Background: an optimization exercise with open tools, aiming at small area. Do not read the settings as production practice.
RTL that was checked went through simulation tests only; none was proved equivalent to the original.
Only the layout flow was run in run 1; the RTL was not checked for function there.

==> flow/design.v, too long to show whole: its modules and the start of the top module <==
// module tnr_blend_top: 1057 lines
module tnr_blend_top (
    input  logic        clk,
    input  logic        reset,
    input  logic        in_valid,
    input  logic [11:0] cur,
    input  logic [11:0] prev,
    input  logic [8:0]  blend_th0,
    input  logic [8:0]  blend_th1,
    output logic        out_valid,
    output logic [11:0] out_pixel
);
  // ...
==> flow/run.sh <==
#!/bin/bash
# synth_recipe.tcl (not shown) runs the flow's synth.tcl, then flattens the netlist and writes it again
# the make line also repeats each setting of config.mk as NAME=value (left out here)
make -C /OpenROAD-flow-scripts/flow DESIGN_CONFIG=/design/flow/config.mk WORK_HOME=/design/flow/orfs CLKGATE_MAP_FILE= SYNTH_SCRIPT=/design/flow/synth_recipe.tcl finish
==> flow/config.mk <==
export PLATFORM = sky130hd
export DESIGN_NAME = tnr_blend_top
export DESIGN_NICKNAME = tnr_blend_top
export VERILOG_FILES = /design/flow/design.v
export SDC_FILE = /design/flow/constraint.sdc
export NUM_CORES = 4
export LEC_CHECK = 0
export CAP_MARGIN = 20
export CORE_MARGIN = 2
export CORE_UTILIZATION = 60
export GPL_TIMING_DRIVEN = 0
export SLEW_MARGIN = 20
==> flow/constraint.sdc <==
create_clock -name core_clock -period 5.0 [get_ports {clk}]
set_input_delay 1.0000 -clock core_clock [delete_from_list [all_inputs] [get_ports {clk}]]
set_output_delay 1.0000 -clock core_clock [all_outputs]
set_load 0.01 [all_outputs]
==> summary.txt, run 1 <==
Detailed routing
  • Wire length per cell: about 16 um
  • Met2 WL: about 13 mm
  • Drt first pass iters: 5
  • Routed vias: around 8400

Place
  • Dpl cell area: ~0.012 mm^2

Timing
  • TNS Setup: -5.513 ns
  • Final Slew Violations: 0
  • Layout Skew: approximately 0.015 ns
  • Final WS setup: -0.3437 ns
  • Worst-Margin Slew: 0.7820 ns
  • Setup violations, final: 20

Layout
  • FFs & Latches: between 150 and 200
  • Final non-filler cell total: between 1500 and 2000
  • Number of signal-net buffers in the layout: approximately 160
  • Most frequent cells in the layout: dfxtp_1 (160), inv_1 (159), ha_1 (99), buf_4 (84), nand2_1 (82)
  • Multi-input gates: a little over 800

Synthesis
  • Async SR Flop Fraction: 0
  • Simple-gate portion of the synthesized area: 0.1271
  • Largest area contributor in the netlist: dfxtp_1
  • Top cells by count, synth: dfxtp_1 (176), inv_1 (171), ha_1 (129)
  • Yosys Warn Count: 1

Die
  • Die W: 140.3 um
  • Initial core utilization: 0.6163

Status
  • Failed Checks: negative setup slack
  • Status: finished with violations

Setup path
  • Crit path capture: c3_r[3]
  • Worst Setup SP: c0_r[1]
  • Crit Path Class: reg2reg
  • CP top delay family: compound AO/OA/AOI/OAI gates

Clock tree
  • CTS tree: yes

Global route
  • Layer with the highest usage: met2

Hold path
  • HP Start: c3_q[0]
  • Hold path cells: 0
==> run 2, diff against run 1 <==
--- a/flow/design.v
+++ b/flow/design.v
@@ -219,20 +219,37 @@
     assign s2_p4[7] = s2_p3[7];
     assign s2_g4[8] = s2_g3[8] | (s2_p3[8] & s2_g3[7]);
     assign s2_p4[8] = s2_p3[8] & s2_p3[7];
     assign s2_g4[9] = s2_g3[9] | (s2_p3[9] & s2_g3[7]);
     assign s2_p4[9] = s2_p3[9] & s2_p3[7];
     wire [9:0] s2_bin = {s2_g4[8:0], 1'b0};
     assign qb2 = ~s2_g4[9];
     assign r2 = s2_a[8:0] ^ ({9{qb2}} & (s2_d[8:0] ^ s2_bin[8:0]));
+    logic c2_v;
+    logic [11:0] c2_base;
+    logic [9:0] c2_tm;
+    logic [8:0] c2_r;
+    logic [8:0] c2_dv;
+    logic [1:0] c2_q;
+    always_ff @(posedge clk) begin
+        if (reset) c2_v <= 1'b0;
+        else       c2_v <= c0_v;
+    end
+    always_ff @(posedge clk) begin
+        c2_base <= c0_base;
+        c2_tm   <= c0_tm;
+        c2_r    <= r2;
+        c2_dv   <= c0_dv;
+        c2_q    <= {qb1, qb2};
+    end
     wire [8:0] r3;
     wire qb3;
-    wire [9:0] s3_a = {r2, 1'b0};
-    wire [9:0] s3_d = {1'b0, c0_dv};
+    wire [9:0] s3_a = {c2_r, 1'b0};
+    wire [9:0] s3_d = {1'b0, c2_dv};
     wire [9:0] s3_g0 = ~s3_a & s3_d;
     wire [9:0] s3_p0 = ~(s3_a ^ s3_d);
     wire [9:0] s3_g1, s3_p1;
     assign s3_g1[0] = s3_g0[0];
     assign s3_p1[0] = s3_p0[0];
     assign s3_g1[1] = s3_g0[1] | (s3_p0[1] & s3_g0[0]);
     assign s3_p1[1] = s3_p0[1] & s3_p0[0];
     assign s3_g1[2] = s3_g0[2];
@@ -312,37 +329,20 @@
     assign s3_p4[7] = s3_p3[7];
     assign s3_g4[8] = s3_g3[8] | (s3_p3[8] & s3_g3[7]);
     assign s3_p4[8] = s3_p3[8] & s3_p3[7];
     assign s3_g4[9] = s3_g3[9] | (s3_p3[9] & s3_g3[7]);
     assign s3_p4[9] = s3_p3[9] & s3_p3[7];
     wire [9:0] s3_bin = {s3_g4[8:0], 1'b0};
     assign qb3 = ~s3_g4[9];
     assign r3 = s3_a[8:0] ^ ({9{qb3}} & (s3_d[8:0] ^ s3_bin[8:0]));
-    logic c3_v;
-    logic [11:0] c3_base;
-    logic [9:0] c3_tm;
-    logic [8:0] c3_r;
-    logic [8:0] c3_dv;
-    logic [2:0] c3_q;
-    always_ff @(posedge clk) begin
-        if (reset) c3_v <= 1'b0;
-        else       c3_v <= c0_v;
-    end
-    always_ff @(posedge clk) begin
-        c3_base <= c0_base;
-        c3_tm   <= c0_tm;
-        c3_r    <= r3;
-        c3_dv   <= c0_dv;
-        c3_q    <= {qb1, qb2, qb3};
-    end
     wire [8:0] r4;
     wire qb4;
-    wire [9:0] s4_a = {c3_r, 1'b0};
-    wire [9:0] s4_d = {1'b0, c3_dv};
+    wire [9:0] s4_a = {r3, 1'b0};
+    wire [9:0] s4_d = {1'b0, c2_dv};
     wire [9:0] s4_g0 = ~s4_a & s4_d;
     wire [9:0] s4_p0 = ~(s4_a ^ s4_d);
     wire [9:0] s4_g1, s4_p1;
     assign s4_g1[0] = s4_g0[0];
     assign s4_p1[0] = s4_p0[0];
     assign s4_g1[1] = s4_g0[1] | (s4_p0[1] & s4_g0[0]);
     assign s4_p1[1] = s4_p0[1] & s4_p0[0];
     assign s4_g1[2] = s4_g0[2];
@@ -422,20 +422,37 @@
     assign s4_p4[7] = s4_p3[7];
     assign s4_g4[8] = s4_g3[8] | (s4_p3[8] & s4_g3[7]);
     assign s4_p4[8] = s4_p3[8] & s4_p3[7];
     assign s4_g4[9] = s4_g3[9] | (s4_p3[9] & s4_g3[7]);
     assign s4_p4[9] = s4_p3[9] & s4_p3[7];
     wire [9:0] s4_bin = {s4_g4[8:0], 1'b0};
     assign qb4 = ~s4_g4[9];
     assign r4 = s4_a[8:0] ^ ({9{qb4}} & (s4_d[8:0] ^ s4_bin[8:0]));
+    logic c4_v;
+    logic [11:0] c4_base;
+    logic [9:0] c4_tm;
+    logic [8:0] c4_r;
+    logic [8:0] c4_dv;
+    logic [3:0] c4_q;
+    always_ff @(posedge clk) begin
+        if (reset) c4_v <= 1'b0;
+        else       c4_v <= c2_v;
+    end
+    always_ff @(posedge clk) begin
+        c4_base <= c2_base;
+        c4_tm   <= c2_tm;
+        c4_r    <= r4;
+        c4_dv   <= c2_dv;
+        c4_q    <= {c2_q[1], c2_q[0], qb3, qb4};
+    end
     wire [8:0] r5;
     wire qb5;
-    wire [9:0] s5_a = {r4, 1'b0};
-    wire [9:0] s5_d = {1'b0, c3_dv};
+    wire [9:0] s5_a = {c4_r, 1'b0};
+    wire [9:0] s5_d = {1'b0, c4_dv};
     wire [9:0] s5_g0 = ~s5_a & s5_d;
     wire [9:0] s5_p0 = ~(s5_a ^ s5_d);
     wire [9:0] s5_g1, s5_p1;
     assign s5_g1[0] = s5_g0[0];
     assign s5_p1[0] = s5_p0[0];
     assign s5_g1[1] = s5_g0[1] | (s5_p0[1] & s5_g0[0]);
     assign s5_p1[1] = s5_p0[1] & s5_p0[0];
     assign s5_g1[2] = s5_g0[2];
@@ -518,17 +535,17 @@
     assign s5_g4[9] = s5_g3[9] | (s5_p3[9] & s5_g3[7]);
     assign s5_p4[9] = s5_p3[9] & s5_p3[7];
     wire [9:0] s5_bin = {s5_g4[8:0], 1'b0};
     assign qb5 = ~s5_g4[9];
     assign r5 = s5_a[8:0] ^ ({9{qb5}} & (s5_d[8:0] ^ s5_bin[8:0]));
     wire [8:0] r6;
     wire qb6;
     wire [9:0] s6_a = {r5, 1'b0};
-    wire [9:0] s6_d = {1'b0, c3_dv};
+    wire [9:0] s6_d = {1'b0, c4_dv};
     wire [9:0] s6_g0 = ~s6_a & s6_d;
     wire [9:0] s6_p0 = ~(s6_a ^ s6_d);
     wire [9:0] s6_g1, s6_p1;
     assign s6_g1[0] = s6_g0[0];
     assign s6_p1[0] = s6_p0[0];
     assign s6_g1[1] = s6_g0[1] | (s6_p0[1] & s6_g0[0]);
     assign s6_p1[1] = s6_p0[1] & s6_p0[0];
     assign s6_g1[2] = s6_g0[2];
@@ -616,24 +633,24 @@
     logic c6_v;
     logic [11:0] c6_base;
     logic [9:0] c6_tm;
     logic [8:0] c6_r;
     logic [8:0] c6_dv;
     logic [5:0] c6_q;
     always_ff @(posedge clk) begin
         if (reset) c6_v <= 1'b0;
-        else       c6_v <= c3_v;
+        else       c6_v <= c4_v;
     end
     always_ff @(posedge clk) begin
-        c6_base <= c3_base;
-        c6_tm   <= c3_tm;
+        c6_base <= c4_base;
+        c6_tm   <= c4_tm;
         c6_r    <= r6;
-        c6_dv   <= c3_dv;
-        c6_q    <= {c3_q[2], c3_q[1], c3_q[0], qb4, qb5, qb6};
+        c6_dv   <= c4_dv;
+        c6_q    <= {c4_q[3], c4_q[2], c4_q[1], c4_q[0], qb5, qb6};
     end
     wire [8:0] r7;
     wire qb7;
     wire [9:0] s7_a = {c6_r, 1'b0};
     wire [9:0] s7_d = {1'b0, c6_dv};
     wire [9:0] s7_g0 = ~s7_a & s7_d;
     wire [9:0] s7_p0 = ~(s7_a ^ s7_d);
     wire [9:0] s7_g1, s7_p1;
==> run 2 against run 1 <==
Net effect: now clean on timing, DRC and antenna; utilization down 8.4 points; sequential share of layout area is 8.0 points higher; die area grew 4.3%; area after synthesis rose by 4.4%; critical path type is now in2reg.
==> summary.txt, run 2 <==
Job
  • Max Cap Viol: 0 (unchanged)

Layout
  • Fin util: 0.7221 (was 0.8064)
  • Area grow syn2layout: 17.22% (was 30.85%)
  • Leading cell type in the layout, fill and taps excluded: dfxtp_1 (unchanged)
  • Area of the multi-input gates: 0.006711 mm^2 (was 0.008092 mm^2)
  • Final non-filler cell total: 1544 (was 1579)
  • Nets: 1499 (was 1569)
  • Most frequent cells in the layout: dfxtp_1 (210), inv_1 (171), ha_1 (128), nand2_1 (112), xnor2_1 (76) (was dfxtp_1 (160), inv_1 (159), ha_1 (99), buf_4 (84), nand2_1 (82))
  • Reg area: 0.004419 mm^2 (was 0.003563 mm^2)
  • Share of layout cells above drive strength 1: 0.08801 (was 0.2437)
  • # diodes: 0 (unchanged)
  • Fillers: 1475 (was 1119)

Clock tree
  • Clock transition at path regs: 0.07 ns (about the same)
  • Total CTS buffers: 23 (was 17)
  • H-Tree Depth: 1 (was 4)
  • CTS sink count: 220 (was 176)
  • Later-pin clock latency in the skew report: 0.51 ns (was 0.44 ns)
  • CTS Root Buffer Type: clkbuf_16 (unchanged)
  • CTS tree: yes (unchanged)
  • Buffer depth of the longest clock path: 3 (was 2)

Synthesis
  • Register bit count reported by yosys: 220 (was 176)
  • Post-synth EDFFs: 0 (unchanged)
  • Post-synthesis cell type count: 47 (was 64)
  • Sequential area share after synthesis: 0.3784 (was 0.3161)
  • Synth Cell Area: 0.01164 mm^2 (was 0.01115 mm^2)
  • Synth top area cells: dfxtp_1 (38%), ha_1 (14%), fa_1 (10%) (was dfxtp_1 (32%), ha_1 (14%), fa_1 (10%))
  • Post-Syn Nets: 1407 (was 1404)
  • Top cells by count, synth: dfxtp_1 (220), inv_1 (171), ha_1 (129) (was dfxtp_1 (176), inv_1 (171), ha_1 (129))
  • Primary FF master, synth: dfxtp_1 (unchanged)
  • Synth top area share: 0.3784 (was 0.3161)
  • Most frequent cell after synthesis: dfxtp_1 (unchanged)
  • Average cell area after synthesis: 9.905 um^2 (was 9.510 um^2)
  • Yosys Warn Count: 1 (unchanged)
  • Synthesized instance count: 1175 (was 1172)
  • Async SR Flop Fraction: 0 (unchanged)
  • Largest area contributor in the netlist: dfxtp_1 (unchanged)

Detailed routing
  • Via density: 4.874 (was 5.338)
  • DR iter-0 viols: 175 (was 334)
  • WL final: 18.43 mm (was 24.67 mm)
  • Routed vias: 7526 (was 8428)
  • Post-DRT Antenna Nets: 0 (unchanged)
  • DR DRC count: 0 (unchanged)
  • Wire length per cell: 11.94 um (was 15.62 um)
  • Drt first pass iters: 4 (was 5)

Timing
  • Crit path time final: 4.843 ns (was 5.344 ns)
  • Crit share post-route: 0.9687 (was 1.069)
  • Worst-Margin Slew: 0.8063 ns (was 0.7820 ns)
  • Hold Violations, Final: 0 (unchanged)
  • Max Freq: 0.2065 GHz (was 0.1871 GHz)
  • Layout Skew: 0.01813 ns (was 0.01540 ns)
  • Relative slew slack: 0.4600 (was 0.4720)
  • Final hold slack: 0.3056 ns (was 0.3166 ns)
  • Setup violations, final: 0 (was 20)
  • Final Slew Violations: 0 (unchanged)

Setup path
  • Crit Path Class: in2reg (was reg2reg)
  • R2R depth: 18 (was 28)
  • Critical Path Fanout Max: 7 (was 8)
  • Critical Path End Type: flop (unchanged)
  • Arrival time worst endpoint: 5.24 ns (was 5.66 ns)
  • WP data required: 5.39 ns (was 5.31 ns)
  • Crit start category: input pin (was flop)

Place
  • Placer Congestion: 0.8197 (was 0.8276)
  • Final HPWL DP: 14.17 mm (was 15.20 mm)
  • # placed instances: 1492 (was 1458)
  • PortBufs: 57 (unchanged)

Global route
  • Total congestion overflow: 0 (unchanged)
  • First-pass GRT wire length: 31.95 mm (was 38.09 mm)
  • Largest net degree at the start of global routing: 17 (was 22)
  • Vias in the first global route: 7354 (was 8400)
  • Total Routing Usage GR: 0.1882 (was 0.2369)
  • Initial antenna violation count: 0 (unchanged)

Status
  • Status: timing/DRC/antenna clean (was finished with violations)

Die
  • Ports: 58 (unchanged)
  • Die Y: 143.3 um (was 140.3 um)
  • Die footprint: 0.02053 mm^2 (was 0.01968 mm^2)
  • Die W: 143.3 um (was 140.3 um)
  • Initial core utilization: 0.6160 (was 0.6163)
  • Number of placement rows: 50 (was 49)
  • Core ar.: 0.01889 mm^2 (was 0.01809 mm^2)

Hold path
  • Worst Hold Class: reg2reg (unchanged)
  • Hold path cells: 0 (unchanged)
==> run 2: worst paths after layout <==
kind	startpoint	end	slack, ns
worst max-delay path	prev[4]	c0_base[2]	0.16
worst max register to register	c8_tm[7]	out_pixel[8]	0.27
worst min register to register	c4_tm[2]	c6_tm[2]	0.31
worst min-delay path	c4_tm[2]	c6_tm[2]	0.31
==> run 2: logic make-up after synthesis <==
logic type / count (synthesis) / share of synthesized area
adders and majority gates: 187 / 0.2384
AOI/OAI and AO/OA: 152 / 0.08933
muxes: 17 / 0.01602
xor gates and xnor gates: 139 / 0.1046
DFF: 220 / 0.3784
and+or+nand+nor: 275 / 0.1119
buffers and inverters: 185 / 0.06128
==> run 2: worst max-delay path: stages <==
cell	delay [ns]
clkdlybuf4s50_1	0.50
inv_1	0.05
ha_1	0.39
o21ai_1	0.11
o21a_1	0.21
o31ai_2	0.26
nor4_2	0.10
a21oi_2	0.26
mux2_4	0.37
ha_1	0.27
nor2b_1	0.12
o21ai_1	0.16
a21boi_1	0.11
o21ai_1	0.14
nand2b_1	0.13
a31oi_4	0.25
o21ai_4	0.09
a21boi_4	0.22
buf_6	0.17
mux2_4	0.32
==> run 2: area by class of cell <==
type	instances	share of cell area
buffer	8	0.003944
clock buffer	29	0.04604
clock inverter	13	0.01174
inverter	171	0.04705
multi-input combinational	770	0.4919
sequential	220	0.3239
tap	260	0.02384
timing repair buffer	73	0.05154
==> run 2: routing by layer <==
layer  vias to the layer above  GRT usage  wire length [um]
li1                       3953          -                 -
met1                      3426     0.2405              8591
met2                       123     0.3304              8707
met3                        24    0.02918               745
met4                         0    0.05470               388
met5                         -          0                 0
==> run 2: what timing repair did <==
action,4_1_cts,5_1_grt
setup buffers,3,12
resized for setup,15,54
endpoints found under the setup margin,39,48
hold buffers,0,0
pin swaps,5,20
gates cloned,1,0
==> run 2: per-stage QoR <==
| step | instance area (um^2) | setup TNS, ns | worst slack [ns] |
|---|---|---|---|
| 4_1_cts | 13370 | 0 | 0.01207 |
| 3_5_place_dp | 12530 | -20.57 | -1.122 |
| 6_report | 13640 | 0 | 0.1566 |
| 2_1_floorplan | 11640 | 0 | 0.03599 |
| 5_1_grt | 13640 | -0.08126 | -0.01934 |
| 3_3_place_gp | 12530 | -19.22 | -1.072 |

==> what the ideal ports hide <==
The flow's constraints put no driver on any port. The routed layouts listed below were extracted and timed again, unchanged, in two steps.
Step 1 (the two cells are an assumption about what drives the block):
set clk [get_ports {clk}]
set_driving_cell -lib_cell sky130_fd_sc_hd__clkbuf_16 $clk
set_driving_cell -lib_cell sky130_fd_sc_hd__buf_2 [delete_from_list [all_inputs] $clk]
Step 2 moves the port delays by t, midway between the first and last clock arrival at a register: inputs arrive t later, outputs are due t later. That takes back most of the time a late clock gives input paths.
a / b / c = ideal ports / drivers / drivers and shift; a / b = the first two.
| run | t, ns | setup WS [ns] | worst setup path at the end | worst data-port slew with drivers (ns) | cell pins on the clock port's net |
|---|---|---|---|---|---|
| run 1 | 0.480 | -0.344 / -0.344 / -0.375 | input to register | 0.04 | 1 |
| run 2 | 0.548 | 0.157 / 0.169 / -0.379 | input to register | 0.03 | 1 |
Met with ideal ports but missed after step 2: setup timing in run 2. The setup slack of run 2, which loses most, moves by +0.012 ns with the drivers and by -0.536 ns with both steps.
